What follows belongs to an exercise in optimizing a design on an open flow for small area; a production flow would make more cautious choices.
Only simulation tests tie the RTL to the original design; equivalence was not proved.
Power figures rest on the tool's default switching activity, not on a simulated workload.

**config.mk**
```make
export PLATFORM = sky130hd
export DESIGN_NAME = gba_loader_top
export DESIGN_NICKNAME = gba_loader_top
export VERILOG_FILES = /design/flow/design.v
export SDC_FILE = /design/flow/constraint.sdc
export NUM_CORES = 4
export LEC_CHECK = 0
export CAP_MARGIN = 20
export CORE_MARGIN = 2
export CORE_UTILIZATION = 60
export GPL_TIMING_DRIVEN = 0
export SLEW_MARGIN = 20
```
**constraint.sdc**
```tcl
create_clock -name core_clock -period 5.5 [get_ports {clk_sys}]
set_input_delay 1.1000 -clock core_clock [delete_from_list [all_inputs] [get_ports {clk_sys}]]
set_output_delay 1.1000 -clock core_clock [all_outputs]
set_load 0.01 [all_outputs]
```
**design.v**
```verilog
`default_nettype none
package gba_loader_pkg;
	localparam int ADDR_W      = 27;                 
	localparam int DATA_W      = 16;                 
	localparam int BIOS_ADDR_W = 12;                 
	localparam logic [7:0] IDX_BIOS  = 8'd0;         
	localparam logic [7:0] IDX_CHEAT = 8'd255;       
	localparam logic [ADDR_W-1:0] ROM_BASE_RESET = ADDR_W'('hC0000);  
	localparam int ROM_CREDITS   = 2;                
	localparam int CHEAT_CREDITS = 1;                
	localparam int TITLE_ADDR = 'hA0;
	localparam int TITLE_LEN  = 12;
	localparam logic [71:0] FLASH_MARKER = "FLASH1M_V";  
	typedef struct packed {
		logic              active;                   
		logic [7:0]        index;                    
		logic [ADDR_W-1:0] addr;                     
		logic [DATA_W-1:0] data;                     
		logic              wr;                       
	} ioctl_t;
	typedef struct packed {
		logic [ADDR_W-1:0] addr;                     
		logic [DATA_W-1:0] data;
	} rom_wr_t;
	typedef struct packed {
		logic                   wr;
		logic [BIOS_ADDR_W-1:0] addr;                
		logic [31:0]            data;
	} bios_wr_t;
	typedef struct packed {
		logic [31:0] flags;
		logic [31:0] address;
		logic [31:0] compare;
		logic [31:0] replace;
	} cheat_code_t;
	typedef struct packed {
		logic sram_off;                              
		logic memory_remap;                          
		logic gpio;                                  
		logic tilt;
		logic solar;
	} quirk_t;
	typedef struct packed {
		logic              loaded;
		logic [1:0]        cart_type;
		logic              flash_1m;
		quirk_t            quirks;
		logic [ADDR_W-1:0] last_addr;
	} cart_info_t;
	typedef struct packed {
		logic              homebrew_bios;            
		logic              cheats_off;
		logic [ADDR_W-1:0] rom_base;
	} cfg_t;
	typedef struct packed {
		logic        wr;
		logic [1:0]  addr;
		logic [31:0] data;
	} reg_req_t;
endpackage
`default_nettype wire
localparam int QUIRK_W       = 96 + 5;
localparam int QUIRK_ENTRIES = 15;
localparam logic [QUIRK_ENTRIES*QUIRK_W-1:0] QUIRK_TABLE = {
	{"ROCKY BOXING",             5'b10000},    
	{"DBZ LGCYGOKU",             5'b10000},
	{"IRIDIONII", 24'h0,         5'b10000},
	{"BOMBER MAN", 16'h0,        5'b11000},    
	{"CASTLEVANIA", 8'h0,        5'b11000},
	{"SUPER MARIO", 8'h0,        5'b11000},
	{"ZELDA 1", 40'h0,           5'b11000},
	{"SUPER MARIO2",             5'b11000},
	{"POKEMON EMER",             5'b00100},    
	{"POKEMON RUBY",             5'b00100},
	{"POKEMON SAPP",             5'b00100},
	{"BOKTAI", 48'h0,            5'b00101},    
	{"WARIOTWISTED",             5'b00100},    
	{"YOSHI TOPSY", 8'h0,        5'b00010},
	{"HAPPYPANECHU",             5'b00010}
};
`timescale 1ns/1ps
`default_nettype none
module cart_header_scan (
	input  wire        clk_sys,
	input  wire [5:0]  slot_we,       
	input  wire [15:0] data,
	output logic [2:0] quirk_code     
);
	wire lo_00 = (data[7:0] == 8'h00);
	wire lo_20 = (data[7:0] == 8'h20);
	wire lo_31 = (data[7:0] == 8'h31);
	wire lo_41 = (data[7:0] == 8'h41);
	wire lo_42 = (data[7:0] == 8'h42);
	wire lo_43 = (data[7:0] == 8'h43);
	wire lo_44 = (data[7:0] == 8'h44);
	wire lo_45 = (data[7:0] == 8'h45);
	wire lo_47 = (data[7:0] == 8'h47);
	wire lo_48 = (data[7:0] == 8'h48);
	wire lo_49 = (data[7:0] == 8'h49);
	wire lo_4b = (data[7:0] == 8'h4b);
	wire lo_4c = (data[7:0] == 8'h4c);
	wire lo_4d = (data[7:0] == 8'h4d);
	wire lo_4e = (data[7:0] == 8'h4e);
	wire lo_4f = (data[7:0] == 8'h4f);
	wire lo_50 = (data[7:0] == 8'h50);
	wire lo_52 = (data[7:0] == 8'h52);
	wire lo_53 = (data[7:0] == 8'h53);
	wire lo_54 = (data[7:0] == 8'h54);
	wire lo_56 = (data[7:0] == 8'h56);
	wire lo_57 = (data[7:0] == 8'h57);
	wire lo_58 = (data[7:0] == 8'h58);
	wire lo_59 = (data[7:0] == 8'h59);
	wire lo_5a = (data[7:0] == 8'h5a);
	wire hi_00 = (data[15:8] == 8'h00);
	wire hi_20 = (data[15:8] == 8'h20);
	wire hi_32 = (data[15:8] == 8'h32);
	wire hi_41 = (data[15:8] == 8'h41);
	wire hi_42 = (data[15:8] == 8'h42);
	wire hi_43 = (data[15:8] == 8'h43);
	wire hi_44 = (data[15:8] == 8'h44);
	wire hi_45 = (data[15:8] == 8'h45);
	wire hi_47 = (data[15:8] == 8'h47);
	wire hi_48 = (data[15:8] == 8'h48);
	wire hi_49 = (data[15:8] == 8'h49);
	wire hi_4b = (data[15:8] == 8'h4b);
	wire hi_4d = (data[15:8] == 8'h4d);
	wire hi_4e = (data[15:8] == 8'h4e);
	wire hi_4f = (data[15:8] == 8'h4f);
	wire hi_50 = (data[15:8] == 8'h50);
	wire hi_52 = (data[15:8] == 8'h52);
	wire hi_53 = (data[15:8] == 8'h53);
	wire hi_54 = (data[15:8] == 8'h54);
	wire hi_55 = (data[15:8] == 8'h55);
	wire hi_59 = (data[15:8] == 8'h59);
	logic [3:0] enc0, code0;
	always_comb begin
		enc0 = 4'd0;
		enc0 = enc0 | ({4{lo_42 & hi_4f}} & 4'd7);
		enc0 = enc0 | ({4{lo_43 & hi_41}} & 4'd3);
		enc0 = enc0 | ({4{lo_44 & hi_42}} & 4'd2);
		enc0 = enc0 | ({4{lo_48 & hi_41}} & 4'd11);
		enc0 = enc0 | ({4{lo_49 & hi_52}} & 4'd4);
		enc0 = enc0 | ({4{lo_50 & hi_4f}} & 4'd14);
		enc0 = enc0 | ({4{lo_52 & hi_4f}} & 4'd1);
		enc0 = enc0 | ({4{lo_53 & hi_55}} & 4'd8);
		enc0 = enc0 | ({4{lo_57 & hi_41}} & 4'd9);
		enc0 = enc0 | ({4{lo_59 & hi_4f}} & 4'd10);
		enc0 = enc0 | ({4{lo_5a & hi_45}} & 4'd6);
	end
	always_ff @(posedge clk_sys) if (slot_we[0]) code0 <= enc0;
	logic [3:0] enc1, code1;
	always_comb begin
		enc1 = 4'd0;
		enc1 = enc1 | ({4{lo_43 & hi_4b}} & 4'd1);
		enc1 = enc1 | ({4{lo_49 & hi_44}} & 4'd4);
		enc1 = enc1 | ({4{lo_4b & hi_45}} & 4'd14);
		enc1 = enc1 | ({4{lo_4b & hi_54}} & 4'd7);
		enc1 = enc1 | ({4{lo_4c & hi_44}} & 4'd6);
		enc1 = enc1 | ({4{lo_4d & hi_42}} & 4'd5);
		enc1 = enc1 | ({4{lo_50 & hi_45}} & 4'd8);
		enc1 = enc1 | ({4{lo_50 & hi_50}} & 4'd11);
		enc1 = enc1 | ({4{lo_52 & hi_49}} & 4'd9);
		enc1 = enc1 | ({4{lo_53 & hi_48}} & 4'd10);
		enc1 = enc1 | ({4{lo_53 & hi_54}} & 4'd3);
		enc1 = enc1 | ({4{lo_5a & hi_20}} & 4'd2);
	end
	always_ff @(posedge clk_sys) if (slot_we[1]) code1 <= enc1;
	logic [3:0] enc2, code2;
	always_comb begin
		enc2 = 4'd0;
		enc2 = enc2 | ({4{lo_41 & hi_20}} & 4'd6);
		enc2 = enc2 | ({4{lo_41 & hi_49}} & 4'd7);
		enc2 = enc2 | ({4{lo_45 & hi_52}} & 4'd5);
		enc2 = enc2 | ({4{lo_49 & hi_20}} & 4'd10);
		enc2 = enc2 | ({4{lo_49 & hi_4f}} & 4'd4);
		enc2 = enc2 | ({4{lo_4c & hi_45}} & 4'd3);
		enc2 = enc2 | ({4{lo_4c & hi_47}} & 4'd2);
		enc2 = enc2 | ({4{lo_4d & hi_4f}} & 4'd14);
		enc2 = enc2 | ({4{lo_4f & hi_54}} & 4'd9);
		enc2 = enc2 | ({4{lo_52 & hi_20}} & 4'd8);
		enc2 = enc2 | ({4{lo_59 & hi_20}} & 4'd1);
		enc2 = enc2 | ({4{lo_59 & hi_50}} & 4'd11);
	end
	always_ff @(posedge clk_sys) if (slot_we[2]) code2 <= enc2;
	logic [3:0] enc3, code3;
	always_comb begin
		enc3 = 4'd0;
		enc3 = enc3 | ({4{lo_00 & hi_00}} & 4'd7);
		enc3 = enc3 | ({4{lo_20 & hi_4d}} & 4'd5);
		enc3 = enc3 | ({4{lo_31 & hi_00}} & 4'd6);
		enc3 = enc3 | ({4{lo_41 & hi_4e}} & 4'd11);
		enc3 = enc3 | ({4{lo_42 & hi_4f}} & 4'd1);
		enc3 = enc3 | ({4{lo_43 & hi_59}} & 4'd2);
		enc3 = enc3 | ({4{lo_4d & hi_41}} & 4'd8);
		enc3 = enc3 | ({4{lo_4e & hi_20}} & 4'd14);
		enc3 = enc3 | ({4{lo_4e & hi_49}} & 4'd4);
		enc3 = enc3 | ({4{lo_54 & hi_4f}} & 4'd10);
		enc3 = enc3 | ({4{lo_56 & hi_41}} & 4'd3);
		enc3 = enc3 | ({4{lo_57 & hi_49}} & 4'd9);
	end
	always_ff @(posedge clk_sys) if (slot_we[3]) code3 <= enc3;
	logic [3:0] enc4, code4;
	always_comb begin
		enc4 = 4'd0;
		enc4 = enc4 | ({4{lo_00 & hi_00}} & 4'd7);
		enc4 = enc4 | ({4{lo_41 & hi_4e}} & 4'd5);
		enc4 = enc4 | ({4{lo_45 & hi_43}} & 4'd11);
		enc4 = enc4 | ({4{lo_45 & hi_4d}} & 4'd12);
		enc4 = enc4 | ({4{lo_47 & hi_4f}} & 4'd2);
		enc4 = enc4 | ({4{lo_49 & hi_00}} & 4'd4);
		enc4 = enc4 | ({4{lo_4e & hi_49}} & 4'd3);
		enc4 = enc4 | ({4{lo_50 & hi_53}} & 4'd10);
		enc4 = enc4 | ({4{lo_52 & hi_49}} & 4'd8);
		enc4 = enc4 | ({4{lo_52 & hi_55}} & 4'd13);
		enc4 = enc4 | ({4{lo_53 & hi_41}} & 4'd14);
		enc4 = enc4 | ({4{lo_53 & hi_54}} & 4'd9);
		enc4 = enc4 | ({4{lo_58 & hi_49}} & 4'd1);
	end
	always_ff @(posedge clk_sys) if (slot_we[4]) code4 <= enc4;
	logic [3:0] enc5, code5;
	always_comb begin
		enc5 = 4'd0;
		enc5 = enc5 | ({4{lo_00 & hi_00}} & 4'd7);
		enc5 = enc5 | ({4{lo_41 & hi_00}} & 4'd3);
		enc5 = enc5 | ({4{lo_42 & hi_59}} & 4'd13);
		enc5 = enc5 | ({4{lo_45 & hi_44}} & 4'd9);
		enc5 = enc5 | ({4{lo_45 & hi_52}} & 4'd12);
		enc5 = enc5 | ({4{lo_48 & hi_55}} & 4'd11);
		enc5 = enc5 | ({4{lo_4b & hi_55}} & 4'd2);
		enc5 = enc5 | ({4{lo_4e & hi_47}} & 4'd1);
		enc5 = enc5 | ({4{lo_4f & hi_00}} & 4'd8);
		enc5 = enc5 | ({4{lo_4f & hi_32}} & 4'd8);
		enc5 = enc5 | ({4{lo_50 & hi_50}} & 4'd14);
		enc5 = enc5 | ({4{lo_59 & hi_00}} & 4'd10);
	end
	always_ff @(posedge clk_sys) if (slot_we[5]) code5 <= enc5;
	logic [3:0] ent;
	logic [5:0] ok;
	logic [2:0] qc;
	assign ent = (code1 == 4'd14) ? code4 : code1;
	assign ok[0] = ((code0 ^ ent) & ((code0 == 4'd7) ? 4'b1101 : (code0 == 4'd14) ? 4'b1100 : 4'b1111)) == 4'd0;
	assign ok[1] = ((code1 ^ ent) & ((code1 == 4'd14) ? 4'b1100 : 4'b1111)) == 4'd0;
	assign ok[2] = ((code2 ^ ent) & ((code2 == 4'd14) ? 4'b1100 : 4'b1111)) == 4'd0;
	assign ok[3] = ((code3 ^ ent) & ((code3 == 4'd14) ? 4'b1100 : 4'b1111)) == 4'd0;
	assign ok[4] = ((code4 ^ ent) & ((code4 == 4'd7) ? 4'b1110 : 4'b1111)) == 4'd0;
	assign ok[5] = ((code5 ^ ent) & ((code5 == 4'd7) ? 4'b1100 : 4'b1111)) == 4'd0;
	always_comb begin
		case (ent)
			4'd1: qc = 3'b100;
			4'd2: qc = 3'b100;
			4'd3: qc = 3'b110;
			4'd4: qc = 3'b100;
			4'd5: qc = 3'b110;
			4'd6: qc = 3'b110;
			4'd7: qc = 3'b011;
			4'd8: qc = 3'b110;
			4'd9: qc = 3'b001;
			4'd10: qc = 3'b010;
			4'd11: qc = 3'b010;
			4'd12: qc = 3'b001;
			4'd13: qc = 3'b001;
			4'd14: qc = 3'b001;
			default: qc = 3'b000;
		endcase
	end
	assign quirk_code = (&ok) ? qc : 3'b000;
endmodule
`default_nettype wire
`timescale 1ns/1ps
`default_nettype none
module gba_loader_top (
	input  logic         clk_sys,
	input  logic         reset,
	input  logic         ioctl_active,
	input  logic [7:0]   ioctl_index,
	input  logic [26:0]  ioctl_addr,
	input  logic [15:0]  ioctl_data,
	input  logic         ioctl_wr,
	output logic         ioctl_wait,
	output logic         rom_valid,
	output logic [26:0]  rom_addr,
	output logic [15:0]  rom_data,
	input  logic         rom_credit,
	output logic         cheat_valid,
	output logic [127:0] cheat_code,
	input  logic         cheat_credit,
	output logic         cheat_clear,
	output logic         bios_wr,
	output logic [11:0]  bios_addr,
	output logic [31:0]  bios_data,
	input  logic         reg_wr,
	input  logic [1:0]   reg_addr,
	input  logic [31:0]  reg_wdata,
	output logic [31:0]  reg_rdata
);
	logic idx_bios, idx_cheat, cart_now, beat, cart_beat, cheat_beat;
	assign idx_bios   = (ioctl_index == 8'd0);
	assign idx_cheat  = (ioctl_index == 8'd255);
	assign cart_now   = ioctl_active && !idx_bios && !idx_cheat;
	assign beat       = ioctl_active && ioctl_wr;
	assign cart_beat  = beat && !idx_bios && !idx_cheat;
	assign cheat_beat = beat && idx_cheat;
	logic        homebrew;
	logic        cheats_off;
	logic [26:0] rom_base;
	always_ff @(posedge clk_sys) begin
		if (reset) begin
			homebrew   <= 1'b0;
			cheats_off <= 1'b0;
			rom_base   <= 27'hC0000;
		end else if (reg_wr) begin
			if (reg_addr == 2'd0) begin
				homebrew   <= reg_wdata[0];
				cheats_off <= reg_wdata[1];
			end
			if (reg_addr == 2'd1) rom_base <= reg_wdata[26:0];
		end
	end
	logic        full0, full1;       
	logic        rv;                 
	logic        move;               
	logic [1:0]  rom_out;            
	logic [26:0] a0, a1;
	logic [15:0] d0, d1;
	logic [26:0] base_g;
	logic [26:0] sum;
	assign base_g = {rom_base[26:14], rom_base[13:1] & {13{!idx_bios}}, rom_base[0]};
	assign sum    = {ioctl_addr[26:1] + base_g[26:1], base_g[0]};
	assign move   = full1 && (!full0 || rv);
	always_ff @(posedge clk_sys) begin
		if (reset) begin
			full0   <= 1'b0;
			full1   <= 1'b0;
			rv      <= 1'b0;
			rom_out <= 2'd0;
		end else begin
			full1   <= cart_beat || (full1 && !move);
			full0   <= move || (full0 && !rv);
			rv      <= !rv && (full0 || full1) && (rom_out != 2'd2);   
			rom_out <= rom_out + 2'(rv) - 2'(rom_credit);
		end
	end
	always_ff @(posedge clk_sys) begin
		if (move) begin
			a0 <= a1;
			d0 <= d1;
		end
		if (beat) a1 <= idx_bios ? {ioctl_data[15:3], sum[13:2], ioctl_data[2:1]} : sum;
		if (beat && !(idx_bios && ioctl_addr[1])) d1 <= ioctl_data;
	end
	assign rom_valid = rv;
	assign rom_addr  = a0;
	assign rom_data  = d0;
	logic        bios_wr_q;
	logic        cheat_q;            
	always_ff @(posedge clk_sys) begin
		bios_wr_q <= beat && idx_bios && ioctl_addr[1] && !homebrew;
	end
	assign bios_wr   = bios_wr_q;
	assign bios_addr = a1[13:2];
	assign bios_data = {a1[26:14], a1[1:0], cheat_q, d1};
	logic [15:0] ch0, ch1, ch2, ch3, ch4, ch5, ch6;    
	logic        cp;                 
	logic        cv;
	logic        cheat_out;          
	logic        cheat_push;
	assign cheat_push = cheat_beat && (ioctl_addr[3:1] == 3'd7) && !cheats_off;
	always_ff @(posedge clk_sys) begin
		if (cheat_beat) begin
			case (ioctl_addr[3:1])
				3'd0: ch0 <= ioctl_data;
				3'd1: ch1 <= ioctl_data;
				3'd2: ch2 <= ioctl_data;
				3'd3: ch3 <= ioctl_data;
				3'd4: ch4 <= ioctl_data;
				3'd5: ch5 <= ioctl_data;
				3'd6: ch6 <= ioctl_data;
				default: ;
			endcase
		end
	end
	always_ff @(posedge clk_sys) begin
		if (reset) begin
			cp        <= 1'b0;
			cv        <= 1'b0;
			cheat_out <= 1'b0;
		end else begin
			cp        <= cheat_push || (cp && !cv);
			cv        <= cp && !cv && !cheat_out;
			cheat_out <= cv || (cheat_out && !cheat_credit);
		end
	end
	assign cheat_valid = cv;
	assign cheat_code  = {ch1, ch0, ch3, ch2, ch5, ch4, d1, ch6};
	assign ioctl_wait  = (full0 && full1) || cp;
	logic cart_q, clear_q;
	always_ff @(posedge clk_sys) begin
		cart_q  <= cart_now;
		cheat_q <= ioctl_active && (idx_bios ? ioctl_data[0] : idx_cheat);
		clear_q <= ioctl_active && idx_cheat && !cheat_q;
	end
	assign cheat_clear = clear_q;
	logic [8:0] m0, m1;              
	logic [3:0] ms, ms1, ms2;
	logic       hit0, hit1;
	always_comb begin
		for (int k = 0; k < 9; k++) begin
			m0[k] = (ioctl_data[7:0]  == 8'("FLASH1M_V" >> (8 * (8 - k))));
			m1[k] = (ioctl_data[15:8] == 8'("FLASH1M_V" >> (8 * (8 - k))));
		end
	end
	always_comb begin
		ms1  = {3'd0, m0[0]};
		hit0 = 1'b0;
		case (ms)
			4'd0: if (m0[0]) ms1 = 4'd1;
			4'd1: if (m0[1]) ms1 = 4'd2;
			4'd2: if (m0[2]) ms1 = 4'd3;
			4'd3: if (m0[3]) ms1 = 4'd4;
			4'd4: if (m0[4]) ms1 = 4'd5;
			4'd5: if (m0[5]) ms1 = 4'd6;
			4'd6: if (m0[6]) ms1 = 4'd7;
			4'd7: if (m0[7]) ms1 = 4'd8;
			4'd8: hit0 = m0[8];
			default: ;
		endcase
		ms2  = {3'd0, m1[0]};
		hit1 = 1'b0;
		case (ms1)
			4'd0: if (m1[0]) ms2 = 4'd1;
			4'd1: if (m1[1]) ms2 = 4'd2;
			4'd2: if (m1[2]) ms2 = 4'd3;
			4'd3: if (m1[3]) ms2 = 4'd4;
			4'd4: if (m1[4]) ms2 = 4'd5;
			4'd5: if (m1[5]) ms2 = 4'd6;
			4'd6: if (m1[6]) ms2 = 4'd7;
			4'd7: if (m1[7]) ms2 = 4'd8;
			4'd8: hit1 = m1[8];
			default: ;
		endcase
	end
	always_ff @(posedge clk_sys) begin
		if (reset)          ms <= 4'd0;
		else if (cart_beat) ms <= ms2;
	end
	logic [5:0] slot_we;
	logic       title_end;
	logic [2:0] quirk_hit;
	always_comb begin
		for (int j = 0; j < 6; j++)
			slot_we[j] = cart_beat && (ioctl_addr[26:1] == 26'((8'hA0 >> 1) + j));
	end
	assign title_end = (ioctl_addr[26:1] == 26'(8'hAC >> 1));
	cart_header_scan cart_header_scan_i (
		.clk_sys, .slot_we, .data (ioctl_data), .quirk_code (quirk_hit)
	);
	logic        loaded;
	logic        last_valid;
	logic [1:0]  cart_type;
	logic        flash_1m;
	logic [2:0]  quirks;            
	logic [4:0]  quirk_flags;
	logic [26:0] last_addr;
	always_ff @(posedge clk_sys) begin
		if (reset) begin
			loaded     <= 1'b0;
			last_valid <= 1'b0;
		end else begin
			if (cart_now && !cart_q) loaded <= 1'b1;
			if (cart_q && !ioctl_active) last_valid <= 1'b1;
		end
	end
	always_ff @(posedge clk_sys) begin
		if (cart_now && !cart_q) begin
			cart_type <= ioctl_index[7:6];
			flash_1m  <= 1'b0;
			quirks    <= 3'd0;
		end
		if (cart_q && !ioctl_active) last_addr <= ioctl_addr;
		if (cart_beat && (hit0 || hit1)) flash_1m <= 1'b1;
		if (cart_beat && title_end) quirks <= quirk_hit;
	end
	assign quirk_flags = {quirks[2], quirks[2] && quirks[1], quirks[0],
	                      quirks[1] && !quirks[2] && !quirks[0], quirks[1] && quirks[0]};
	always_comb begin
		case (reg_addr)
			2'd0:    reg_rdata = {30'd0, cheats_off, homebrew};
			2'd1:    reg_rdata = {5'd0, rom_base};
			2'd2:    reg_rdata = loaded ? {23'd0, quirk_flags, flash_1m, cart_type, 1'b1} : 32'd0;
			default: reg_rdata = last_valid ? {5'd0, last_addr} : 32'd0;
		endcase
	end
endmodule
`default_nettype wire
```
**flow/run.sh**
```bash
#!/bin/bash
# The standard layout with these changes:
#  - synthesis maps logic with an area-recovering ABC script (flow/abc_area.script,
#    used through ABC_AREA=1 from a copy of ORFS's scripts folder); the rest of
#    the synthesis script is unchanged, so the registers are the same;
#  - each port is buffered by the smallest buffer (buf_1) instead of the one
#    buffer_ports picks by default;
#  - buffers left in the netlist by synthesis are removed before placement;
#  - the clock tree is built without dummy loads.
# Each step's full output is in its own log here and under orfs/logs.
set -euo pipefail
cd "$(dirname "$0")/.."
W=$PWD
rm -rf "$W/scripts_area"
cp -r "$FLOW_HOME/scripts" "$W/scripts_area"
cp "$W/flow/abc_area.script" "$W/scripts_area/abc_area.script"
SCRIPTS_DIR="$W/scripts_area" ABC_AREA=1 bash standard.sh synth > synth.log 2>&1
export BUFFER_PORTS_ARGS="-buffer_cell sky130_fd_sc_hd__buf_1"
export REMOVE_ABC_BUFFERS=1
# Clock tree: the standard arguments and config.mk's CTS settings, without dummy loads
export CTS_ARGS="-sink_clustering_enable -repair_clock_nets -sink_clustering_size 24 -sink_clustering_max_diameter 60 -buf_list sky130_fd_sc_hd__clkbuf_16 -dont_use_dummy_load"
bash standard.sh > standard.log 2>&1
```
**flow/abc_area.script**
```
&get -n
&st
&dch -f
&nf -R 1000
&st
&dch -f
&nf -R 1000
&put
```
**standard.sh**
```bash
#!/bin/bash
# synth_recipe.tcl (not shown) runs the flow's synth.tcl, then flattens the netlist and writes it again
# the make line also repeats each setting of config.mk as NAME=value (left out here)
make -C /OpenROAD-flow-scripts/flow DESIGN_CONFIG=/design/flow/config.mk WORK_HOME=/design/flow/orfs CLKGATE_MAP_FILE= SYNTH_SCRIPT=/design/flow/synth_recipe.tcl "${@:-finish}"
```
==> results of run 1 <==
## report_power, final
part	leakage, nW	switching [mW]	internal [mW]	total (mW)
clock network	0.246	0.703	0.646	1.35
registers	2.66	0.0384	2.54	2.58
logic	2.00	0.253	0.108	0.360
total	4.91	0.994	3.30	4.29
## cell type report
class | instances | area [um2] | area share, %
inverter | 10 | 37.5 | 0.249
multi-input combinational | 698 | 4120 | 27.3
timing repair buffer | 350 | 1480 | 9.83
tap | 275 | 344 | 2.28
sequential | 302 | 8590 | 57.0
clock buffer | 20 | 500 | 3.32
## logic make-up after synthesis
logic type	synth area share [%]
other cells	0.0295
flops	67.5
simple gates	16.0
compound gates	10.3
fa+ha+maj	2.81
xor+xnor	1.79
buf+inv	1.59
## worst paths after layout
path	depth (start not counted)	end	slack [ns]
setup / recovery	22	a1[25]$_DFFE_PP_	0.22
hold / removal	0	a0[26]$_DFFE_PP_	0.43
setup reg to reg	19	a1[25]$_DFFE_PP_	1.29
hold reg to reg	0	a0[26]$_DFFE_PP_	0.43
## critical path: stages
cell       delay (ns)
buf_1            0.14
nor4_4           0.40
nand2_4          0.20
and2_0           0.22
ha_1             0.22
fa_1             0.44
a211oi_1         0.32
nor2_1           0.13
nand3_1          0.11
nand2_1          0.09
nand3_1          0.11
nand2_1          0.19
a21oi_2          0.28
o21ai_0          0.22
a31oi_2          0.26
nor3_1           0.11
a2111oi_2        0.33
o21ai_1          0.19
nand3_1          0.12
nand2_1          0.07
xnor2_1          0.13
o21ai_0          0.10
## layout by cell type, fill, tap and decap left out, types with 10 or more instances in the layout
master / n
nor4_1: 14
clkbuf_16: 20
a32o_1: 19
xnor2_1: 16
nor2b_1: 12
nand3_1: 33
nand2b_1: 12
nor3_1: 30
edfxtp_1: 254
dfxtp_1: 47
ha_1: 27
nand2_1: 153
clkinv_1: 10
nor2_1: 92
and2_0: 22
buf_1: 332
a21oi_1: 79
xor2_1: 10
o21ai_0: 37
nand4_1: 17
## per-stage QoR
stage / util, % / setup WS, ns / area (um2) / total power, mW / setup TNS (ns)
2_1_floorplan: - / -0.163 / 12600 / 2.78 / -0.191
3_3_place_gp: 67.8 / -1.69 / 14200 / 2.94 / -11.41
3_5_place_dp: 69.0 / -2.16 / 14400 / 2.97 / -15.87
4_1_cts: 71.9 / 0.105 / 15000 / 4.27 / 0
5_1_grt: 72.2 / -0.0658 / 15100 / 4.40 / -0.0694
6_report: 72.2 / 0.223 / 15100 / 4.29 / 0
## metal layers
| layer | up-vias | routed length [um] | global-route usage, % |
|---|---|---|---|
| li1 | 4580 | - | - |
| met1 | 5082 | 15200 | 49.2 |
| met2 | 813 | 19900 | 59.4 |
| met3 | 141 | 4460 | 5.64 |
| met4 | 0 | 2100 | 15.1 |
| met5 | - | 0 | 0 |
## flip-flops by register name (all words and copies together), names as in the netlist, 16 cells and up
signal and cells:
ch6 16, a0 27, a1 27, rom_base 27, d1 16, ch2 16
d0 16, ch0 16, ch5 16, last_addr 27, ch1 16, ch4 16
ch3 16
## timing repair
| item | in CTS | in global routing |
|---|---|---|
| gates resized for setup | 13 | 6 |
| buffers inserted | 2 | 1 |
| gates cloned | 1 | 0 |
| pin swaps | 3 | 2 |
| endpoints found under the setup margin | 9 | 4 |
==> run summary, run 1 <==
Synth Instances=1027; H-Tree Depth=1; CTS sink cnt=302; DR DRC count=0; Avg Cell Area, Syn=12.4 um2; Synth Register Bits=302; Max Freq=189 MHz; vias in the first global route=9896; clk buf depth=3; die width=150 um; Worst EP arrival=5.49 ns; fin crit share=96.0%; Pwr Density=285 nW/um2; synth cell count leaders=254 x edfxtp_1, 154 x nand2_1, 97 x nor2_1; row cnt=53; DRT Wirelength=41600 um; TritonRoute pass-1 iters=5; maximum capacitance violations=0; Area Growth Syn to Fin=18.5%; GPL Wtd Cong=0.941; Ports=344; GRT Util Overall=36.4%; Yosys top cell by area=edfxtp_1; CTS tree=built; critical path required time=5.71 ns; Fill cells=1439; Period minus WS final=5.28 ns; Post-CTS Hold Buffers=0; initial antenna violation count=1; Setup Skew=0.0542 ns; TritonCTS buffer count=20; post-synth cell types=53; P_leak=4.91 nW; yosys warns=2; number of synthesized flops with an enable pin=254; Async SR Flop Fraction=0%; fraction of layout cells with a size suffix above 1=4.49%; Hold Crit Class=reg2reg; Antenna Nets Post-Route=0; final hold slack=0.429 ns; top-count cell post-synth=edfxtp_1; initial DRC count=1236; slew margin rel.=27.9%; overflow left after global routing=0; final hold vios=0; Seq/Total Area, Yosys=67.5%; detailed placement HPWL=30100 um; Worst-Margin Slew=1.07 ns; Root Buffer=clkbuf_16; core area=20900 um2; Top FF cell, synth=edfxtp_1; fin nets=1502; crit path launch=ioctl_index[6]; Inserted Diodes=0; endpoints failing setup=0; via count=10600; worst vdd ir=0.204 mV; maximum number of pins on one net before global-route repair=32; first-pass GRT wire length=60000 um; IO Port Bufs=333; Die ar.=22400 um2; top cell type's share of synthesized area=59.9%; worst flop-to-flop path startpoint=rom_base[1]$_SDFFE_PP0P_; Finished Layout Cells=1655; worst skew pair latency=0.52 ns; Setup crit end kind=flop; Initial Utilization=60.9%; detailed-route wire length per cell=25.2 um; Vias/cell=6.41; crit path max fanout=15; fin. max-slew vios=0; Die Y=150 um; Post-Syn Area=12700 um2; Synth area leaders=edfxtp_1 60%, dfxtp_1 7.6%, nand2_1 4.5%; critical path class=in2reg; Hold Crit Start=a1[26]$_DFFE_PP_; DP Cell Count=1630; clk slew on worst S/H paths=0.09 ns; CP Launch Type=input port; run status=timing/DRC/antenna clean
==> inputs of run 2 (changes only) <==
--- a/config.mk
+++ b/config.mk
@@ -8,5 +8,4 @@
 export CAP_MARGIN = 20
 export CORE_MARGIN = 2
 export CORE_UTILIZATION = 60
-export GPL_TIMING_DRIVEN = 0
 export SLEW_MARGIN = 20
==> run 2 against run 1 <==
Against the previous run: design area decreased by 0.91%; largest power group unchanged; synthesized cell count unchanged; still clean on timing, DRC and antenna; sequential cell count unchanged; clock power shrank 3%.
==> run summary, run 2 <==
via count=10600 (-0.44%); Die ar.=22400 um2 (unchanged); final core utilization=71.5% (-0.66 points); fin area=14900 um2 (-0.91%); Pwr Density=284 nW/um2 (-0.24%); TritonRoute pass-1 iters=5 (unchanged); initial antenna violation count=0 (-1); endpoints failing setup=0 (unchanged); Area Growth Syn to Fin=17.4%; Setup crit end kind=flop; Vias/cell=6.33 (-1.3%); clk slew on worst S/H paths=0.09 ns (about the same); fin worst setup slack=0.385 ns (+0.162 ns); commonest cells after routing, fill and taps aside=332 x buf_1, 254 x edfxtp_1, 153 x nand2_1; postcts setup bufs=0 (-2); Hold Crit Start=cheat_out$_SDFF_PP0_; dpl ws=-0.328 ns (+1.83 ns); worst skew pair latency=0.51 ns (about the same); Ports=344 (unchanged); commonest non-fill, non-tap cell in the layout=buf_1; worst flop-to-flop path startpoint=rom_base[2]$_SDFFE_PP0P_; GPL Wtd Cong=0.969 (+3.0%); CTS tree=built; top cell type's share of synthesized area=59.9% (unchanged); Root Buffer=clkbuf_16; final hold vios=0 (unchanged); Synth area leaders=edfxtp_1 60%, dfxtp_1 7.6%, nand2_1 4.5%; top-count cell post-synth=edfxtp_1; R2R Setup Slk=1.35 ns (+0.06 ns); vias in the first global route=9625 (-2.7%); P_leak=4.90 nW (-0.22%); yosys warns=2 (unchanged); worst vdd ir=0.248 mV (+22%); Seq/Total Area, Yosys=67.5% (unchanged); hold-critical path depth=1 (+1); DR DRC count=0 (unchanged); maximum capacitance violations=0 (unchanged); Die Y=150 um (unchanged); Post-DP Area=14400 um2 (about the same); CTS sink cnt=302 (unchanged); post-synth cell types=53 (unchanged); critical path class=in2reg; TritonCTS buffer count=19 (-5.0%); Synth Register Bits=302 (unchanged); die width=150 um (unchanged); Async SR Flop Fraction=0% (unchanged); Top FF cell, synth=edfxtp_1; critical path required time=5.75 ns (+0.04 ns); initial DRC count=1310 (+6.0%); RSZ-0062 raised after global routing=no; fin. max-slew vios=0 (unchanged); detailed placement HPWL=29500 um (-1.8%); DRT Wirelength=40700 um (-2.3%); Max Freq=195 MHz (+3.2%); crit path max fanout=22 (+7); Hold Path End=cv$_SDFF_PP0_; H-Tree Depth=1 (unchanged); synth cell count leaders=254 x edfxtp_1, 154 x nand2_1, 97 x nor2_1; Yosys top cell by area=edfxtp_1; Antenna Nets Post-Route=0 (unchanged); detailed-route wire length per cell=24.4 um (-3.1%); Post-Syn Area=12700 um2 (unchanged); number of synthesized flops with an enable pin=254 (unchanged); final hold slack=0.430 ns (+0.000849 ns); CP Launch Type=input port; Worst-Margin Slew=1.10 ns (+0.0372 ns); row cnt=53 (unchanged); crit path launch=ioctl_index[0]; fin crit share=93.0% (-2.9 points); Hold Crit Class=reg2reg; Period minus WS final=5.12 ns (-0.162 ns); Initial Utilization=60.9% (unchanged); IO Port Bufs=333 (unchanged); R2R depth=19 (unchanged); Synth Instances=1027 (unchanged); core area=20900 um2 (unchanged); GRT Util Overall=35.6% (-0.77 points); Setup Skew=0.0289 ns (-0.0253 ns); first-pass GRT wire length=58900 um (-1.9%); Worst EP arrival=5.37 ns (-0.12 ns); FF-to-FF End=a1[24]$_DFFE_PP_; maximum number of pins on one net before global-route repair=44 (+38%); slew margin rel.=26.5% (-1.5 points); run status=timing/DRC/antenna clean; clk buf depth=3 (unchanged); fin nets=1515 (+0.87%); fraction of layout cells with a size suffix above 1=4.52% (+0.030 points); Avg Cell Area, Syn=12.4 um2 (unchanged); overflow left after global routing=0 (unchanged)
run 2: cell types whose count changed in the layout (fill, tap and decap cells not counted), sizes merged:
cell / change
inv: +1
buf: +14
clkinv: -1
diode: +1
nand2: -1
run 2: cell type report:
cell class | instances | area, um2
Inverter | 10 | 37.5
Clock buffer | 19 | 475
Antenna cell | 1 | 2.50
Multi-Input combinational cell | 697 | 4000
Sequential cell | 302 | 8590
Timing Repair Buffer | 365 | 1490
Fill cell | 1534 | 5950
Tap cell | 275 | 344
run 2: routing by layer:
metal | vias to the layer above | routed length [um] | track usage (%)
met5 | - | 0 | 0
met4 | 0 | 1760 | 13.3
met3 | 119 | 4900 | 6.04
met2 | 844 | 19400 | 58.1
met1 | 4991 | 14600 | 48.5
li1 | 4615 | - | -
run 2: cells by family (layout without fill, tap and decap cells):
kind of cell | after synthesis | count (layout) | synth area share [%]
AOI/OAI and AO/OA | 205 | 205 | 10.3
DFF | 302 | 302 | 67.5
adders and majority gates | 28 | 28 | 2.81
xor gates and xnor gates | 26 | 26 | 1.79
buffers and inverters | 32 | 394 | 1.59
and+or+nand+nor | 433 | 433 | 16.0
other | 1 | 6 | 0.0295
run 2: worst max-delay path by stage:
stage / endpoint / slack [ns] / cells after the start
5_1_grt: a1[24]$_DFFE_PP_ / 0.05 / 22
2_1_floorplan: a1[24]$_DFFE_PP_ / -0.16 / 19
3_5_place_dp: a1[24]$_DFFE_PP_ / -0.33 / 21
4_1_cts: a1[24]$_DFFE_PP_ / 0.18 / 21
3_3_place_gp: a1[24]$_DFFE_PP_ / -0.14 / 21
6_report: a1[24]$_DFFE_PP_ / 0.38 / 21
run 2: worst max-delay path: stages:
cell and delay (ns):
buf_1 0.08, nor4_1 0.33, nand2_1 0.20, buf_4 0.26, and2_0 0.19, ha_1 0.34, a21oi_1 0.15, nand2_1 0.11
a31oi_2 0.33, nor3_1 0.12, a2111oi_1 0.46, buf_4 0.21, nor3_1 0.06, a2111oi_2 0.39, buf_4 0.19, nor3_1 0.05
nor2_1 0.15, o21ai_0 0.13, a31oi_1 0.23, xor2_1 0.18, o21ai_0 0.09
run 2: through the flow:
| stage | instances | setup TNS [ns] | total power, mW |
|---|---|---|---|
| after detailed placement | 1649 | -0.718 | 2.97 |
| after global routing | 1668 | 0 | 4.35 |
| final | 1669 | 0 | 4.24 |
| after CTS | 1668 | 0 | 4.23 |
| after floorplan | 1009 | -0.191 | 2.78 |
| after global placement | 1649 | -0.181 | 2.95 |
run 2: what timing repair did:
action | in CTS | in global routing
endpoints found under the setup margin | 0 | 4
hold buffers | 0 | 0
resized for setup | 0 | 5
run 2: where the power goes:
part / internal, mW / switching, mW
Combinational: 0.103 / 0.240
Sequential: 2.54 / 0.0421
Clock: 0.615 / 0.699
==> inputs of run 3 (changes only) <==
--- a/flow/run.sh
+++ b/flow/run.sh
@@ -18,5 +18,5 @@
 export BUFFER_PORTS_ARGS="-buffer_cell sky130_fd_sc_hd__buf_1"
 export REMOVE_ABC_BUFFERS=1
 # Clock tree: the standard arguments and config.mk's CTS settings, without dummy loads
-export CTS_ARGS="-sink_clustering_enable -repair_clock_nets -sink_clustering_size 24 -sink_clustering_max_diameter 60 -buf_list sky130_fd_sc_hd__clkbuf_16 -dont_use_dummy_load"
+export CTS_ARGS="-sink_clustering_enable -repair_clock_nets -sink_clustering_size 24 -sink_clustering_max_diameter 100 -buf_list sky130_fd_sc_hd__clkbuf_16 -dont_use_dummy_load"
 bash standard.sh > standard.log 2>&1
==> run 3 against run 2 <==
Against the previous run: still clean; non-clock buffer count unchanged; utilization decreased by 0.37 points; register-to-register slack about the same; synthesized area unchanged; critical path type unchanged; highest routed layer unchanged.
==> run summary, run 3 <==
combinational cell fraction of total power=8.3% (+0.2 points); postcts setup bufs=0 (unchanged); R2R Setup Slk=1.34 ns (about the same); Post-Syn Area=12700 um2 (unchanged); Synth Register Bits=302 (unchanged); Hold Crit Start=cheat_out$_SDFF_PP0_; worst vdd ir=0.219 mV (-12%); detailed-route wire length per cell=24.6 um (+0.97%); Async SR Flop Fraction=0% (unchanged); DR DRC count=0 (unchanged); H-Tree Depth=1 (unchanged); core area=20900 um2 (unchanged); Finished Layout Cells=1665 (-0.24%); final hold slack=0.430 ns (+0.000496 ns); post-synth cell types=53 (unchanged); CTS sink cnt=302 (unchanged); hold-critical path depth=1 (unchanged); CTS tree=built; Pwr Density=278 nW/um2 (-2.2%); overflow left after global routing=0 (unchanged); Period minus WS final=5.12 ns (+0.00800 ns); commonest cells after routing, fill and taps aside=332 x buf_1, 254 x edfxtp_1, 153 x nand2_1; Worst-Margin Slew=1.12 ns (+0.0199 ns); IO Port Bufs=333 (unchanged); row cnt=53 (unchanged); endpoints failing setup=0 (unchanged); Synth area leaders=edfxtp_1 60%, dfxtp_1 7.6%, nand2_1 4.5%; TritonRoute pass-1 iters=5 (unchanged); top-count cell post-synth=edfxtp_1; Int Pwr=3.17 mW (-2.8%); worst flop-to-flop path startpoint=rom_base[2]$_SDFFE_PP0P_; Die ar.=22400 um2 (unchanged); TritonCTS buffer count=16 (-3); fin. max-slew vios=0 (unchanged); Post-CTS Hold Buffers=0 (unchanged); Seq pwr share=62.6% (+1.7 points); Initial Utilization=60.9% (unchanged); Clock power frac=29.1% (-1.9 points); detailed placement HPWL=29500 um (unchanged); Max Freq=195 MHz (-0.16%); Root Buffer=clkbuf_16; Hold Crit Class=reg2reg; Antenna Nets Post-Route=0 (unchanged); Seq/Total Area, Yosys=67.5% (unchanged); top cell type's share of synthesized area=59.9% (unchanged); clk slew on worst S/H paths=0.09 ns (about the same); Avg Cell Area, Syn=12.4 um2 (unchanged); GPL Wtd Cong=0.969 (unchanged); Ports=344 (unchanged); clk buf depth=3 (unchanged); fin crit share=93.2% (+0.15 points); maximum number of pins on one net before global-route repair=44 (unchanged); critical path required time=5.74 ns (about the same); DP Cell Count=1649 (unchanged); setup TNS=0 ns (unchanged); initial DRC count=1317 (+0.53%); Vias/cell=6.31 (-0.42%); R2R depth=19 (unchanged); run status=timing/DRC/antenna clean; Top FF cell, synth=edfxtp_1; crit path launch=ioctl_index[0]; DRT Wirelength=41000 um (+0.73%); total chip power=4.12 mW (-2.7%); number of synthesized flops with an enable pin=254 (unchanged); RSZ-0062 raised after global routing=no; Psw=0.957 mW (-2.4%); CP Launch Type=input port; first-pass GRT wire length=59800 um (+1.5%); Inserted Diodes=0 (-1); synth cell count leaders=254 x edfxtp_1, 154 x nand2_1, 97 x nor2_1; worst skew pair latency=0.50 ns (about the same); Synth Instances=1027 (unchanged); yosys warns=2 (unchanged); initial antenna violation count=0 (unchanged); P_leak=4.86 nW (-0.75%); crit path max fanout=22 (unchanged); via count=10500 (-0.66%); fin nets=1512 (-0.20%); vias in the first global route=9727 (+1.1%); final hold vios=0 (unchanged); Worst EP arrival=5.37 ns (about the same); Sw Ratio=23.2% (+0.072 points); Area Growth Syn to Fin=16.8%; slew margin rel.=25.1% (-1.3 points); fraction of layout cells with a size suffix above 1=4.32% (-0.21 points); dpl ws=-0.328 ns (unchanged); Yosys top cell by area=edfxtp_1; fin worst setup slack=0.377 ns (-0.00800 ns); critical path class=in2reg; Setup Skew=0.0193 ns (-0.00961 ns); maximum capacitance violations=0 (unchanged); commonest non-fill, non-tap cell in the layout=buf_1; Setup crit end kind=flop; die width=150 um (unchanged); GRT Util Overall=36.1% (+0.45 points); Die Y=150 um (unchanged)
## run 3: cell counts after synthesis
No cell type changed its count.
## run 3: timing repair
item | 4_1_cts | 5_1_grt
resized for setup | 0 | 5
hold endpoints to repair | 0 | 0
setup endpoints to repair | 0 | 4
## run 3: power by group through the flow
stage                     logic [mW]  registers [mW]  clock network [mW]
after floorplan                0.143            2.64                   0
after global placement         0.323            2.63                   0
after detailed placement       0.333            2.63                   0
after CTS                      0.336            2.58                1.20
after global routing           0.374            2.59                1.28
final                          0.343            2.58                1.20
## run 3: critical path: stages
cell and delay [ns]:
buf_1 0.08, nor4_1 0.33, nand2_1 0.21, buf_4 0.26, and2_0 0.19, ha_1 0.33, a21oi_1 0.16, nand2_1 0.12
a31oi_2 0.33, nor3_1 0.12, a2111oi_1 0.46, buf_4 0.20, nor3_1 0.06, a2111oi_2 0.38, buf_4 0.19, nor3_1 0.05
nor2_1 0.15, o21ai_0 0.13, a31oi_1 0.23, xor2_1 0.18, o21ai_0 0.09
## run 3: final timing paths
kind / endpoint
hold reg to reg: cv$_SDFF_PP0_
setup reg to reg: a1[24]$_DFFE_PP_
hold / removal: cv$_SDFF_PP0_
setup / recovery: a1[24]$_DFFE_PP_
## run 3: logic make-up after synthesis
group / after synthesis / share of synthesized area, %
DFF: 302 / 67.5
adders and majority gates: 28 / 2.81
xor gates and xnor gates: 26 / 1.79
and+or+nand+nor: 433 / 16.0
AOI/OAI and AO/OA: 205 / 10.3
other: 1 / 0.0295
buffers and inverters: 32 / 1.59
## run 3: layout make-up
| class | instances | area [um2] |
|---|---|---|
| Tap cell | 275 | 344 |
| Inverter | 10 | 37.5 |
| Fill cell | 1509 | 6030 |
| Timing Repair Buffer | 365 | 1490 |
| Multi-Input combinational cell | 697 | 4000 |
| Sequential cell | 302 | 8590 |
| Clock buffer | 16 | 400 |
## run 3: stage by stage
step	area (um2)	util [%]
after global routing	14900	71.1
final	14900	71.1
after CTS	14800	71.0
after floorplan	12600	-
after detailed placement	14400	69.1
after global placement	14400	69.1
## run 3: routing by layer
metal  vias to the layer above  wire, um  GRT usage (%)
met5                         -         0              0
met4                         0      1730           11.9
met3                       130      4820           6.71
met2                       807     19700           59.7
met1                      4975     14700           48.6
li1                       4587         -              -
==> inputs of run 4 (changes only) <==
--- a/flow/run.sh
+++ b/flow/run.sh
@@ -18,5 +18,5 @@
 export BUFFER_PORTS_ARGS="-buffer_cell sky130_fd_sc_hd__buf_1"
 export REMOVE_ABC_BUFFERS=1
 # Clock tree: the standard arguments and config.mk's CTS settings, without dummy loads
-export CTS_ARGS="-sink_clustering_enable -repair_clock_nets -sink_clustering_size 24 -sink_clustering_max_diameter 100 -buf_list sky130_fd_sc_hd__clkbuf_16 -dont_use_dummy_load"
+export CTS_ARGS="-sink_clustering_enable -repair_clock_nets -sink_clustering_size 28 -sink_clustering_max_diameter 100 -buf_list sky130_fd_sc_hd__clkbuf_16 -dont_use_dummy_load"
 bash standard.sh > standard.log 2>&1
==> run 4 against run 3 <==
Against the previous run: highest routed layer unchanged; clock-buffer cell count decreased by 2; worst hold slack improved by 0.0021 ns; cell count decreased by 0.12%; sequential share of layout area increased by 0.17 points; synthesized area unchanged; sequential power about the same; largest power group unchanged; die area unchanged.
==> run summary, run 4 <==
detailed-route wire length per cell=24.2 um (-1.9%); dpl ws=-0.328 ns (unchanged); Synth area leaders=edfxtp_1 60%, dfxtp_1 7.6%, nand2_1 4.5%; CP Launch Type=input port; Hold Crit Class=reg2reg; critical path class=in2reg; clk buf depth=3 (unchanged); DR DRC count=0 (unchanged); Vias/cell=6.30 (-0.15%); final hold vios=0 (unchanged); Post-Syn Area=12700 um2 (unchanged); RSZ-0062 raised after global routing=no; via count=10500 (-0.27%); number of synthesized flops with an enable pin=254 (unchanged); footprint of the multi-input gates=4000 um2 (+0.19%); Setup crit end kind=flop; CTS tree=built; Period minus WS final=5.15 ns (+0.0256 ns); worst vdd ir=0.236 mV (+7.9%); Post-DP Area=14400 um2 (unchanged); vias in the first global route=9626 (-1.0%); Die ar.=22400 um2 (unchanged); critical path required time=5.74 ns (about the same); IO Port Bufs=333 (unchanged); Seq pwr share=64.0% (+1.4 points); fin. max-slew vios=0 (unchanged); TritonRoute pass-1 iters=5 (unchanged); maximum capacitance violations=0 (unchanged); Antenna Nets Post-Route=0 (unchanged); run status=timing/DRC/antenna clean; H-Tree Depth=1 (unchanged); fin nets=1510 (-0.13%); Worst-Margin Slew=1.03 ns (-0.0927 ns); fin worst setup slack=0.351 ns (-0.0256 ns); commonest cells after routing, fill and taps aside=332 x buf_1, 254 x edfxtp_1, 153 x nand2_1; Int Pwr=3.11 mW (-2.0%); Inserted Diodes=0 (unchanged); slew margin rel.=31.3% (+6.2 points); combinational cell fraction of total power=8.5% (+0.2 points); DRT Wirelength=40200 um (-2.0%); synth cell count leaders=254 x edfxtp_1, 154 x nand2_1, 97 x nor2_1; fin area=14800 um2 (-0.29%); Sequential Area=8590 um2 (unchanged); P_leak=4.84 nW (-0.48%); post-synth cell types=53 (unchanged); row cnt=53 (unchanged); Fill cells=1552 (+2.8%); Ports=344 (unchanged); CP max stage delay=0.45 ns (about the same); Die Y=150 um (unchanged); Worst EP arrival=5.39 ns (+0.02 ns); final hold slack=0.432 ns (+0.00213 ns); slowest CP cell=a2111oi_1; GRT Util Overall=35.2% (-0.92 points); Avg Cell Area, Syn=12.4 um2 (unchanged); Clock power frac=27.5% (-1.6 points); first-pass GRT wire length=58200 um (-2.6%); endpoints failing setup=0 (unchanged); crit path max fanout=22 (unchanged); Yosys top cell by area=edfxtp_1; initial antenna violation count=0 (unchanged); Setup Skew=0.0267 ns (+0.00743 ns); maximum number of pins on one net before global-route repair=44 (unchanged); total chip power=4.03 mW (-2.2%); overflow left after global routing=0 (unchanged); Psw=0.927 mW (-3.1%); detailed placement HPWL=29500 um (unchanged); Async SR Flop Fraction=0% (unchanged); Top FF cell, synth=edfxtp_1; commonest non-fill, non-tap cell in the layout=buf_1; Seq/Total Area, Yosys=67.5% (unchanged); worst skew pair latency=0.50 ns (about the same); top-count cell post-synth=edfxtp_1; TritonCTS buffer count=14 (-2); core area=20900 um2 (unchanged); Area Growth Syn to Fin=16.4%; Sw Ratio=23.0% (-0.22 points); CP cell instances=buf_1 -> nor4_1 -> nand2_1 -> buf_4 -> and2_0 -> ha_1 -> a21oi_1 -> nand2_1 -> a31oi_2 -> nor3_1 -> a2111oi_1 -> buf_4 -> nor3_1 -> a2111oi_2 -> buf_4 -> nor3_1 -> nor2_1 -> o21ai_0 -> a31oi_1 -> xor2_1 -> o21ai_0; initial DRC count=1230 (-6.6%); die width=150 um (unchanged); top cell type's share of synthesized area=59.9% (unchanged); Synth Instances=1027 (unchanged); Post-CTS Hold Buffers=0 (unchanged); Synth Register Bits=302 (unchanged); GPL Wtd Cong=0.969 (unchanged); Max Freq=194 MHz (-0.50%); Initial Utilization=60.9% (unchanged); fraction of layout cells with a size suffix above 1=4.18% (-0.14 points); CTS resizes=0 (unchanged); clk slew on worst S/H paths=0.10 ns (about the same); Root Buffer=clkbuf_16; fin crit share=93.6% (+0.46 points); CTS sink cnt=302 (unchanged); yosys warns=2 (unchanged); Pwr Density=272 nW/um2 (-2.0%); postcts setup bufs=0 (unchanged)
## run 4: cell count changes in the layout (fill, tap and decap cells not counted)
cell and delta:
a21oi_2 -1, a21oi_4 +1, clkbuf_16 -2
## run 4: worst max-delay path: cells and delay by family
family	cells	cell delay [ns]
AOI/OAI and AO/OA	7	1.80
xor gates and xnor gates	1	0.18
adders and majority gates	1	0.34
buffers and inverters	4	0.73
and+or+nand+nor	8	1.23
## run 4: path summary, 6_finish.rpt
kind,start,end,slack [ns],cells after the start
setup reg to reg,rom_base[2]$_SDFFE_PP0P_,a1[24]$_DFFE_PP_,1.32,19
hold reg to reg,cheat_out$_SDFF_PP0_,cv$_SDFF_PP0_,0.43,1
hold / removal,cheat_out$_SDFF_PP0_,cv$_SDFF_PP0_,0.43,1
setup / recovery,ioctl_index[0],a1[24]$_DFFE_PP_,0.35,21
## run 4: cells by family (layout without fill, tap and decap cells)
| group | after synthesis | in the layout | synth area share (%) |
|---|---|---|---|
| AO/OA/AOI/OAI | 205 | 205 | 10.3 |
| other | 1 | 5 | 0.0295 |
| buffers and inverters | 32 | 389 | 1.59 |
| flip-flops | 302 | 302 | 67.5 |
| AND/OR/NAND/NOR | 433 | 433 | 16.0 |
| XOR/XNOR | 26 | 26 | 1.79 |
| adder cells (fa/ha/maj) | 28 | 28 | 2.81 |
## run 4: per-layer routing
layer	vias to the layer above	global-route usage [%]	routed length, um
met5	-	0	0
met4	0	12.5	1780
met3	122	5.88	4630
met2	826	57.8	19100
met1	4930	47.9	14600
li1	4593	-	-
## run 4: through the flow
step	instances	util, %	TNS (ns)
final	1663	70.9	0
after global routing	1663	70.9	0
after CTS	1663	70.8	0
after detailed placement	1649	69.1	-0.718
after global placement	1649	69.1	-0.181
after floorplan	1009	-	-0.191
## run 4: cell type report
cell class	instances	area share (%)
Multi-Input combinational cell	697	27.0
Clock buffer	14	2.36
Sequential cell	302	58.0
Inverter	10	0.253
Timing Repair Buffer	365	10.1
Tap cell	275	2.32
## run 4: power by group through the flow
stage	clock network (mW)	logic (mW)	registers [mW]
2_1_floorplan	0	0.143	2.64
3_3_place_gp	0	0.323	2.63
3_5_place_dp	0	0.333	2.63
4_1_cts	1.11	0.335	2.58
5_1_grt	1.18	0.373	2.59
6_report	1.11	0.343	2.58
==> inputs of run 5 (changes only) <==
--- a/flow/run.sh
+++ b/flow/run.sh
@@ -18,5 +18,5 @@
 export BUFFER_PORTS_ARGS="-buffer_cell sky130_fd_sc_hd__buf_1"
 export REMOVE_ABC_BUFFERS=1
 # Clock tree: the standard arguments and config.mk's CTS settings, without dummy loads
-export CTS_ARGS="-sink_clustering_enable -repair_clock_nets -sink_clustering_size 28 -sink_clustering_max_diameter 100 -buf_list sky130_fd_sc_hd__clkbuf_16 -dont_use_dummy_load"
+export CTS_ARGS="-sink_clustering_enable -repair_clock_nets -sink_clustering_size 24 -sink_clustering_max_diameter 100 -buf_list sky130_fd_sc_hd__clkbuf_16 -root_buf sky130_fd_sc_hd__clkbuf_8 -tree_buf sky130_fd_sc_hd__clkbuf_8 -dont_use_dummy_load"
 bash standard.sh > standard.log 2>&1
==> run 5 against run 4 <==
Against the previous run: synthesized area did not move; clock power barely moved; critical path depth did not move; cell count rose by 0.12%; design area barely moved; non-clock buffer count did not move; first-iteration DRC count rose by 8.3%; synthesized cell count did not move; register-to-register slack got worse by 0.03 ns; sequential share of layout area barely moved; sequential cell count did not move; critical path type unchanged; largest cell class unchanged; clock skew fell by 0.0061 ns.
==> run summary, run 5 <==
critical path required time=5.79 ns (+0.05 ns); CP cell instances=buf_1 -> nor4_1 -> nand2_1 -> buf_4 -> and2_0 -> ha_1 -> a21oi_1 -> nand2_1 -> a31oi_2 -> nor3_1 -> a2111oi_1 -> buf_4 -> nor3_1 -> a2111oi_1 -> buf_4 -> nor3_1 -> nor2_1 -> o21ai_0 -> a31oi_1 -> xor2_1 -> o21ai_0; Initial Utilization=60.9% (unchanged); Seq/Total Area, Yosys=67.5% (unchanged); IO Port Bufs=333 (unchanged); worst skew pair latency=0.55 ns (+0.05 ns); final hold vios=0 (unchanged); fraction of layout cells with a size suffix above 1=4.24% (+0.066 points); Setup Skew=0.0206 ns (-0.00615 ns); Worst EP arrival=5.38 ns (about the same); TritonRoute pass-1 iters=5 (unchanged); fin worst setup slack=0.411 ns (+0.0597 ns); Synth Register Bits=302 (unchanged); Ports=344 (unchanged); P_leak=4.84 nW (+0.12%); Period minus WS final=5.09 ns (-0.0597 ns); Post-CTS Hold Buffers=0 (unchanged); CP endpoint=a1[24]$_DFFE_PP_; yosys warns=2 (unchanged); worst flop-to-flop path startpoint=rom_base[2]$_SDFFE_PP0P_; Inserted Diodes=0 (unchanged); row cnt=53 (unchanged); Post-Syn Area=12700 um2 (unchanged); CTS tree=built; slew margin rel.=25.9% (-5.4 points); maximum number of pins on one net before global-route repair=44 (unchanged); commonest non-fill, non-tap cell in the layout=buf_1; first-pass GRT wire length=59600 um (+2.3%); Synth area leaders=edfxtp_1 60%, dfxtp_1 7.6%, nand2_1 4.5%; DP Cell Count=1649 (unchanged); final core utilization=70.9% (about the same); commonest cells after routing, fill and taps aside=332 x buf_1, 254 x edfxtp_1, 153 x nand2_1; Max Freq=196 MHz (+1.2%); GRT Util Overall=36.0% (+0.82 points); core area=20900 um2 (unchanged); Post-DP Area=14400 um2 (unchanged); DR DRC count=0 (unchanged); vias in the first global route=9678 (+0.54%); R2R depth=19 (unchanged); Setup crit end kind=flop; R2R Setup Slk=1.29 ns (-0.03 ns); initial DRC count=1332 (+8.3%); overflow left after global routing=0 (unchanged); total chip power=4.07 mW (+0.86%); Die Y=150 um (unchanged); FF-to-FF End=a1[24]$_DFFE_PP_; endpoints failing setup=0 (unchanged); clk buf depth=3 (unchanged); GPL Wtd Cong=0.969 (unchanged); run status=timing/DRC/antenna clean; DRT Wirelength=40700 um (+1.4%); Area Growth Syn to Fin=16.5% (about the same); CP max stage delay=0.45 ns (about the same); Die ar.=22400 um2 (unchanged); Pwr Density=274 nW/um2 (+0.83%); synth cell count leaders=254 x edfxtp_1, 154 x nand2_1, 97 x nor2_1; Synth Instances=1027 (unchanged); worst vdd ir=0.218 mV (-7.7%); Yosys top cell by area=edfxtp_1; Worst-Margin Slew=1.11 ns (+0.0807 ns); initial antenna violation count=0 (unchanged); CTS sink cnt=302 (unchanged); TritonCTS buffer count=16 (+2); Antenna Nets Post-Route=0 (unchanged); Avg Cell Area, Syn=12.4 um2 (unchanged); number of synthesized flops with an enable pin=254 (unchanged); Top FF cell, synth=edfxtp_1; detailed placement HPWL=29500 um (unchanged); Hold Crit Class=reg2reg; critical path class=in2reg; top cell type's share of synthesized area=59.9% (unchanged); fin crit share=92.5% (-1.1 points); dpl ws=-0.328 ns (unchanged); crit path max fanout=22 (unchanged); slowest CP cell=a2111oi_1; detailed-route wire length per cell=24.5 um (+1.3%); fin area=14800 um2 (about the same); top-count cell post-synth=edfxtp_1; CP Launch Type=input port; fin. max-slew vios=0 (unchanged); Async SR Flop Fraction=0% (unchanged); die width=150 um (unchanged); Root Buffer=clkbuf_8; fin nets=1512 (+0.13%); clk slew on worst S/H paths=0.09 ns (about the same); crit path launch=ioctl_index[0]; via count=10500 (+0.26%); RSZ-0062 raised after global routing=no; Vias/cell=6.31 (+0.14%); Finished Layout Cells=1665 (+0.12%); H-Tree Depth=1 (unchanged); maximum capacitance violations=0 (unchanged); post-synth cell types=53 (unchanged)
## run 5: logic make-up after synthesis
logic type	after synthesis	synth area share, %
AND/OR/NAND/NOR	433	16.0
other	1	0.0295
XOR/XNOR	26	1.79
adder cells (fa/ha/maj)	28	2.81
flip-flops	302	67.5
AO/OA/AOI/OAI	205	10.3
buffers and inverters	32	1.59
## run 5: critical path, delay by kind of cell
family,cells,cell delay [ns]
buffers and inverters,4,0.75
and+or+nand+nor,8,1.20
AOI/OAI and AO/OA,7,1.81
xor gates and xnor gates,1,0.18
adders and majority gates,1,0.33
## run 5: per-layer routing
| layer | part of all wire (%) | vias to the layer above | routed length (um) | GRT usage [%] |
|---|---|---|---|---|
| met3 | 12 | 134 | 4900 | 6.52 |
| met5 | 0 | - | 0 | 0 |
| met2 | 48 | 799 | 19500 | 58.9 |
| met4 | 4.6 | 0 | 1880 | 12.7 |
| li1 | - | 4592 | - | - |
| met1 | 36 | 4973 | 14500 | 48.8 |
## run 5: how the worst min path moves through the flow
| stage | from | to | slack (ns) | depth (start not counted) |
|---|---|---|---|---|
| after detailed placement | cheat_out$_SDFF_PP0_ | cv$_SDFF_PP0_ | 0.42 | 1 |
| after global placement | cheat_out$_SDFF_PP0_ | cv$_SDFF_PP0_ | 0.41 | 1 |
| final | cheat_out$_SDFF_PP0_ | cv$_SDFF_PP0_ | 0.43 | 1 |
| after CTS | cheat_out$_SDFF_PP0_ | cv$_SDFF_PP0_ | 0.43 | 1 |
| after floorplan | cheat_out$_SDFF_PP0_ | cv$_SDFF_PP0_ | 0.40 | 1 |
| after global routing | cheat_out$_SDFF_PP0_ | cv$_SDFF_PP0_ | 0.45 | 1 |
## run 5: what timing repair did
| item | CTS | global route |
|---|---|---|
| endpoints found under the hold margin | 0 | 0 |
| setup buffers | 0 | 0 |
| gates resized for setup | 0 | 4 |
| endpoints found under the setup margin | 0 | 4 |
## run 5: metrics by stage
step           setup TNS [ns]  hold WS [ns]
3_5_place_dp           -0.718         0.419
5_1_grt                     0         0.450
4_1_cts                     0         0.432
2_1_floorplan          -0.191         0.398
6_report                    0         0.430
3_3_place_gp           -0.181         0.408
## run 5: power breakdown
part	leakage, nW	switching (mW)	internal, mW
Clock	0.182	0.670	0.471
Sequential	2.66	0.0419	2.54
Combinational	2.00	0.240	0.103
## run 5: cell type report
cell class	instances	area, um2
inverters	10	37.5
clock buffers	16	367
multi-input cells	697	3990
repair buffers	365	1490
well taps	275	344
flip-flops and latches	302	8590
fillers	1515	6070
==> inputs of run 6 (changes only) <==
--- a/flow/run.sh
+++ b/flow/run.sh
@@ -18,5 +18,5 @@
 export BUFFER_PORTS_ARGS="-buffer_cell sky130_fd_sc_hd__buf_1"
 export REMOVE_ABC_BUFFERS=1
 # Clock tree: the standard arguments and config.mk's CTS settings, without dummy loads
-export CTS_ARGS="-sink_clustering_enable -repair_clock_nets -sink_clustering_size 24 -sink_clustering_max_diameter 100 -buf_list sky130_fd_sc_hd__clkbuf_16 -root_buf sky130_fd_sc_hd__clkbuf_8 -tree_buf sky130_fd_sc_hd__clkbuf_8 -dont_use_dummy_load"
+export CTS_ARGS="-sink_clustering_enable -repair_clock_nets -sink_clustering_size 28 -sink_clustering_max_diameter 100 -buf_list sky130_fd_sc_hd__clkbuf_16 -root_buf sky130_fd_sc_hd__clkbuf_8 -tree_buf sky130_fd_sc_hd__clkbuf_8 -dont_use_dummy_load"
 bash standard.sh > standard.log 2>&1
--- a/config.mk
+++ b/config.mk
@@ -7,5 +7,5 @@
 export LEC_CHECK = 0
 export CAP_MARGIN = 20
 export CORE_MARGIN = 2
-export CORE_UTILIZATION = 60
+export CORE_UTILIZATION = 66
 export SLEW_MARGIN = 20
==> run 6 against run 5 <==
Against the previous run: register-to-register slack lost 0.07 ns; worst setup slack lost 0.14 ns; maximum frequency shrank 2.6%; critical path depth is the same; first-iteration DRC count grew 27%; routed wire length grew 5.1%; die area shrank 8.9%; combinational power grew 6%; clock power shrank 6%; power shrank 1.2%; worst hold slack lost 0.0015 ns; cell count shrank 0.60%; largest power group unchanged.
==> run summary, run 6 <==
run status=timing/DRC/antenna clean; total chip power=4.02 mW (-1.2%); fin nets=1517 (+0.33%); Ports=344 (unchanged); clk slew on worst S/H paths=0.11 ns (+0.02 ns); CP delay by family, top=compound AO/OA/AOI/OAI gates; maximum number of pins on one net before global-route repair=44 (unchanged); Initial Utilization=67.6% (+6.7 points); P_leak=4.86 nW (+0.27%); CTS tree=built; Synth Register Bits=302 (unchanged); Synth area leaders=edfxtp_1 60%, dfxtp_1 7.6%, nand2_1 4.5%; via count=10900 (+3.4%); Root Buffer=clkbuf_8; Hold Crit Class=reg2reg; yosys warns=2 (unchanged); first-pass GRT wire length=62000 um (+4.0%); Die ar.=20400 um2 (-8.9%); TritonRoute pass-1 iters=6 (+1); detailed-route wire length per cell=25.9 um (+5.7%); number of synthesized flops with an enable pin=254 (unchanged); number of buffers and inverters on the critical path=4 (unchanged); critical path required time=5.80 ns (about the same); vias in the first global route=10100 (+4.2%); DP Cell Count=1640 (-0.55%); DRT Wirelength=42800 um (+5.1%); setup TNS=0 ns (unchanged); worst vdd ir=0.225 mV (+3.1%); TritonCTS buffer count=14 (-2); commonest cells after routing, fill and taps aside=332 x buf_1, 254 x edfxtp_1, 154 x nand2_1; CP cell instances=buf_1 -> nor4_2 -> nand2_1 -> buf_4 -> and2_0 -> ha_1 -> a21oi_1 -> nand2_1 -> a31oi_4 -> nor3_1 -> a2111oi_1 -> buf_4 -> nor3_1 -> a2111oi_1 -> buf_4 -> nor3_1 -> nor2_1 -> o21ai_0 -> a31oi_1 -> xor2_1 -> o21ai_0; fin crit share=95.0% (+2.5 points); crit path max fanout=22 (unchanged); fin area=14800 um2 (about the same); Antenna Nets Post-Route=0 (unchanged); fraction of layout cells with a size suffix above 1=4.80% (+0.56 points); GRT Util Overall=41.5% (+5.6 points); Die Y=143 um (-4.5%); post-synth cell types=53 (unchanged); initial DRC count=1689 (+27%); Period minus WS final=5.23 ns (+0.136 ns); Vias/cell=6.56 (+4.0%); Post-Syn Area=12700 um2 (unchanged); DR DRC count=0 (unchanged); dpl ws=-0.347 ns (-0.0188 ns); fin. max-slew vios=0 (unchanged); Finished Layout Cells=1655 (-0.60%); Inserted Diodes=0 (unchanged); CTS sink cnt=302 (unchanged); overflow left after global routing=0 (unchanged); CP max stage delay=0.48 ns (+0.03 ns); footprint of the multi-input gates=4020 um2 (+0.72%); GPL Wtd Cong=1.01 (+4.1%); row cnt=50 (-5.7%); final hold vios=0 (unchanged); die width=143 um (-4.5%); core area=18800 um2 (-9.9%); final core utilization=78.8% (+7.8 points); top cell type's share of synthesized area=59.9% (unchanged); Area Growth Syn to Fin=16.6% (about the same); Sequential Area=8590 um2 (unchanged); worst skew pair latency=0.55 ns (about the same); Worst EP arrival=5.52 ns (+0.14 ns); clk buf depth=3 (unchanged); maximum capacitance violations=0 (unchanged); Pwr Density=271 nW/um2 (-1.3%); Worst-Margin Slew=1.14 ns (+0.0310 ns); Post-DP Area=14500 um2 (+0.18%); Setup Skew=0.0233 ns (+0.00268 ns); Top FF cell, synth=edfxtp_1; fin worst setup slack=0.275 ns (-0.136 ns)
-- run 6: cell counts after synthesis --
No cell type changed its count.
-- run 6: worst paths after layout --
path	from	end	cells past startpoint
setup reg to reg	rom_base[2]$_SDFFE_PP0P_	a1[24]$_DFFE_PP_	19
hold / removal	cheat_q$_DFF_P_	clear_q$_DFF_P_	1
setup / recovery	ioctl_index[4]	a1[24]$_DFFE_PP_	21
hold reg to reg	cheat_q$_DFF_P_	clear_q$_DFF_P_	1
-- run 6: layout make-up --
cell class	count	share of cell area [%]
Sequential cell	302	57.9
Multi-Input combinational cell	697	27.1
Timing Repair Buffer	372	10.4
Tap cell	260	2.19
Clock buffer	14	2.13
Inverter	10	0.253
-- run 6: timing repair --
action                                  in CTS  in global routing
buffers inserted                             0                  1
endpoints found under the setup margin       0                  6
resized for setup                            0                  9
hold buffers                                 0                  0
-- run 6: kinds of logic after synthesis --
| kind of cell | share of synthesized area (%) |
|---|---|
| xor+xnor | 1.79 |
| compound gates | 10.3 |
| fa+ha+maj | 2.81 |
| flops | 67.5 |
| simple gates | 16.0 |
| other cells | 0.0295 |
| buf+inv | 1.59 |
-- run 6: metal layers --
metal	vias up	GRT usage [%]	wire, um
met2	1001	65.9	20200
met4	0	21.5	2820
met3	215	11.5	5750
met5	-	0	0
met1	5030	52.8	14000
li1	4608	-	-
-- run 6: where the power goes --
group	internal (mW)	switching, mW	total (mW)
logic	0.108	0.255	0.362
registers	2.54	0.0443	2.58
clock network	0.412	0.659	1.07

Re-timed with assumed drivers on the ports (clkbuf_16 on the clock, buf_2 on other inputs), run 6 has 0.298 ns of setup slack against 0.275 ns with ideal ports, and -0.281 ns once port delays also move by the mid clock arrival of 0.579 ns.
